This is an optimization exercise on Yosys and OpenROAD, whose aim is small area, not a production implementation.
Function was checked by simulation only, so behaviour that the tests miss may differ from the original.
Power figures rest on the tool's default switching activity, not on a simulated workload.

// matrix_store_top
module matrix_store_top (
    input  logic                            clk,
    input  logic                            rst,
    input  logic                            wen_i,
    input  logic                            flush_i,
    input  logic [1:0]                      mode_i,
    input  logic [7:0]                      data_i,
    input  logic [7:0]                      read_id_a_i,
    input  logic [7:0]                      read_id_b_i,
    output logic [207:0]                    mat_a_o,    
    output logic [207:0]                    mat_b_o,
    output logic                            input_done_o,
    output logic                            error_o
);
For scale: ~1400 flip-flops, roughly 450 I/O pins.
export LEC_CHECK = 0
export CAP_MARGIN = 20
export CORE_MARGIN = 2
export CORE_UTILIZATION = 45
export SLEW_MARGIN = 20
create_clock -name core_clock -period 14.0 [get_ports {clk}]
standard.sh (not shown) runs the stock make flow with config.mk's settings and CLKGATE_MAP_FILE= SYNTH_SCRIPT=/design/flow/synth_recipe.tcl, a recipe that flattens the netlist after the stock synthesis.
==> flow/flow/run.sh <==
#!/bin/bash
# The standard layout (standard.sh: the ORFS flow) with these changes to
# how the layout is made:
#  - synthesis is the standard one (synth_recipe.tcl and ORFS's synth.tcl,
#    same passes, same registers) except that ABC maps the logic with the
#    single-pass area script in flow/abc_area.script instead of ORFS's
#    repeated speed script;
#  - every port still gets a buffer, but the smallest one (buf_1);
#  - the clock tree uses clkbuf_8 with larger sink clusters and no dummy
#    loads;
#  - the constant outputs share one tie cell (its net is buffered by the
#    flow's usual repair) instead of one tie cell per output.
# All tool output goes to logs in this folder: make's in flow_make.log, each
# ORFS step's in orfs/logs/.
set -euo pipefail
W=$(pwd)

sed "s#log_cmd abc {\*}\$abc_args#set abc_args [lreplace \$abc_args 1 1 $W/flow/abc_area.script]\n  log_cmd abc {*}\$abc_args#" \
  "$FLOW_HOME/scripts/synth.tcl" > "$W/own_synth_core.tcl"
grep -q "flow/abc_area.script" "$W/own_synth_core.tcl"
sed "s#source \$::env(SCRIPTS_DIR)/synth.tcl#source $W/own_synth_core.tcl#" \
  "$W/synth_recipe.tcl" > "$W/own_synth.tcl"
grep -q "own_synth_core.tcl" "$W/own_synth.tcl"

export BUFFER_PORTS_ARGS="-buffer_cell sky130_fd_sc_hd__buf_1"
export CTS_ARGS="-sink_clustering_enable -repair_clock_nets -dont_use_dummy_load -buf_list sky130_fd_sc_hd__clkbuf_8 -sink_clustering_size 16 -sink_clustering_max_diameter 60"
export SKIP_REPAIR_TIE_FANOUT=1
bash standard.sh SYNTH_SCRIPT="$W/own_synth.tcl" > flow_make.log 2>&1
==> flow/flow/abc_area.script <==
&get -n
&st
&dch -f
&nf
&put
The starting point ran to the end with no violations.
Change:
--- a/flow/flow/run.sh
+++ b/flow/flow/run.sh
@@ -8,7 +8,5 @@
 #  - every port still gets a buffer, but the smallest one (buf_1);
 #  - the clock tree uses clkbuf_8 with larger sink clusters and no dummy
-#    loads;
-#  - the constant outputs share one tie cell (its net is buffered by the
-#    flow's usual repair) instead of one tie cell per output.
+#    loads.
 # All tool output goes to logs in this folder: make's in flow_make.log, each
 # ORFS step's in orfs/logs/.
@@ -24,5 +22,4 @@
 
 export BUFFER_PORTS_ARGS="-buffer_cell sky130_fd_sc_hd__buf_1"
-export CTS_ARGS="-sink_clustering_enable -repair_clock_nets -dont_use_dummy_load -buf_list sky130_fd_sc_hd__clkbuf_8 -sink_clustering_size 16 -sink_clustering_max_diameter 60"
-export SKIP_REPAIR_TIE_FANOUT=1
+export CTS_ARGS="-sink_clustering_enable -repair_clock_nets -dont_use_dummy_load -buf_list sky130_fd_sc_hd__clkbuf_8 -sink_clustering_size 12 -sink_clustering_max_diameter 60"
 bash standard.sh SYNTH_SCRIPT="$W/own_synth.tcl" > flow_make.log 2>&1
Result: The changed run passed the timing, DRC and antenna checks. Routed wire length barely changes. Combinational power hardly moves. Register-to-register slack gets worse by 0.20 ns. First-iteration DRC count went down by about 6%. Clock skew decreases by 0.027 ns. Sequential share of layout area went down by 0.96 points. Sequential cell count is unchanged. Non-clock buffer count climbs by 7. Worst setup slack gets worse by 0.20 ns. Worst hold slack improved by 0.032 ns. Global-route usage is lower by 0.11 points.

---

## the reference run
matrix_store_top again, from the RTL that the note above started with.
==> flow/config.mk <==
export PLATFORM = sky130hd
export DESIGN_NAME = matrix_store_top
export DESIGN_NICKNAME = matrix_store_top
export VERILOG_FILES = /design/flow/design.v
export SDC_FILE = /design/flow/constraint.sdc
export NUM_CORES = 4
export LEC_CHECK = 0
export CAP_MARGIN = 10
export CORE_MARGIN = 2
export CORE_UTILIZATION = 45
export SLEW_MARGIN = 10
==> flow/constraint.sdc <==
create_clock -name core_clock -period 14.0 [get_ports {clk}]
set_input_delay 2.8000 -clock core_clock [delete_from_list [all_inputs] [get_ports {clk}]]
set_output_delay 2.8000 -clock core_clock [all_outputs]
set_load 0.01 [all_outputs]
==> flow/flow/run.sh <==
#!/bin/bash
# The standard layout (standard.sh: the ORFS flow) with these changes to
# how the layout is made:
#  - synthesis is the standard one (synth_recipe.tcl and ORFS's synth.tcl,
#    same passes, same registers) except that ABC maps the logic with the
#    single-pass area script in flow/abc_area.script instead of ORFS's
#    repeated speed script;
#  - every port still gets a buffer, but the smallest one (buf_1);
#  - the clock tree uses clkbuf_8 with larger sink clusters and no dummy
#    loads;
#  - the constant outputs share one tie cell (its net is buffered by the
#    flow's usual repair) instead of one tie cell per output.
# All tool output goes to logs in this folder: make's in flow_make.log, each
# ORFS step's in orfs/logs/.
set -euo pipefail
W=$(pwd)

sed "s#log_cmd abc {\*}\$abc_args#set abc_args [lreplace \$abc_args 1 1 $W/flow/abc_area.script]\n  log_cmd abc {*}\$abc_args#" \
  "$FLOW_HOME/scripts/synth.tcl" > "$W/own_synth_core.tcl"
grep -q "flow/abc_area.script" "$W/own_synth_core.tcl"
sed "s#source \$::env(SCRIPTS_DIR)/synth.tcl#source $W/own_synth_core.tcl#" \
  "$W/synth_recipe.tcl" > "$W/own_synth.tcl"
grep -q "own_synth_core.tcl" "$W/own_synth.tcl"

export BUFFER_PORTS_ARGS="-buffer_cell sky130_fd_sc_hd__buf_1"
export CTS_ARGS="-sink_clustering_enable -repair_clock_nets -dont_use_dummy_load -buf_list sky130_fd_sc_hd__clkbuf_8 -sink_clustering_size 16 -sink_clustering_max_diameter 60"
export SKIP_REPAIR_TIE_FANOUT=1
bash standard.sh SYNTH_SCRIPT="$W/own_synth.tcl" > flow_make.log 2>&1
Scripts as last shown in full above: flow/flow/abc_area.script
The following lists how the trial run was set up differently from the reference run:
==> flow/flow/abc_area.script <==
&get -n
&st
&dch
&nf -R 2000 -C 32
&put
--- a/flow/config.mk
+++ b/flow/config.mk
@@ -7,5 +7,5 @@
 export LEC_CHECK = 0
-export CAP_MARGIN = 10
+export CAP_MARGIN = 20
 export CORE_MARGIN = 2
 export CORE_UTILIZATION = 45
-export SLEW_MARGIN = 10
+export SLEW_MARGIN = 20
Results
Compared with the reference run, in the trial run CTS buffer count rose 5, post-layout minimum cycle time moved up, worst setup margin lost 1370 ps, fraction of standard cell area in multi-input logic down 0.20 points. The trial run reports its end point of the critical path as u_slot_store.ring_q[11][52] while the reference run reports u_slot_store.ring_q[11][48].

re-timing with driven ports:
The flow's constraints put no driver on any port. The routed layouts listed below were extracted and timed again, unchanged, in two steps. Step 1: set_driving_cell puts a clkbuf_16 on clk and a buf_2 on each other input, an assumption about the parent block. Step 2 times the ports against the registers' clock, not the clock port: input delays grow and output delays shrink by t, the midpoint of the rising clock arrivals with the driver on. a / b / c = no drivers / after step 1 / after step 2; a / b = the first two.
run | shift t [ns] | slack for setup (ns) | cell pins on the clock port's net
the first run of note 1 | 0.896 | 4.266 / 4.266 / 4.266 | 1
the second run of note 1 | 0.938 | 4.065 / 4.065 / 4.065 | 1
the reference run | 0.895 | 4.256 / 4.256 / 4.256 | 1
the trial run | 0.889 | 2.886 / 2.886 / 2.886 | 1
After both steps setup and hold are still met in every run listed.
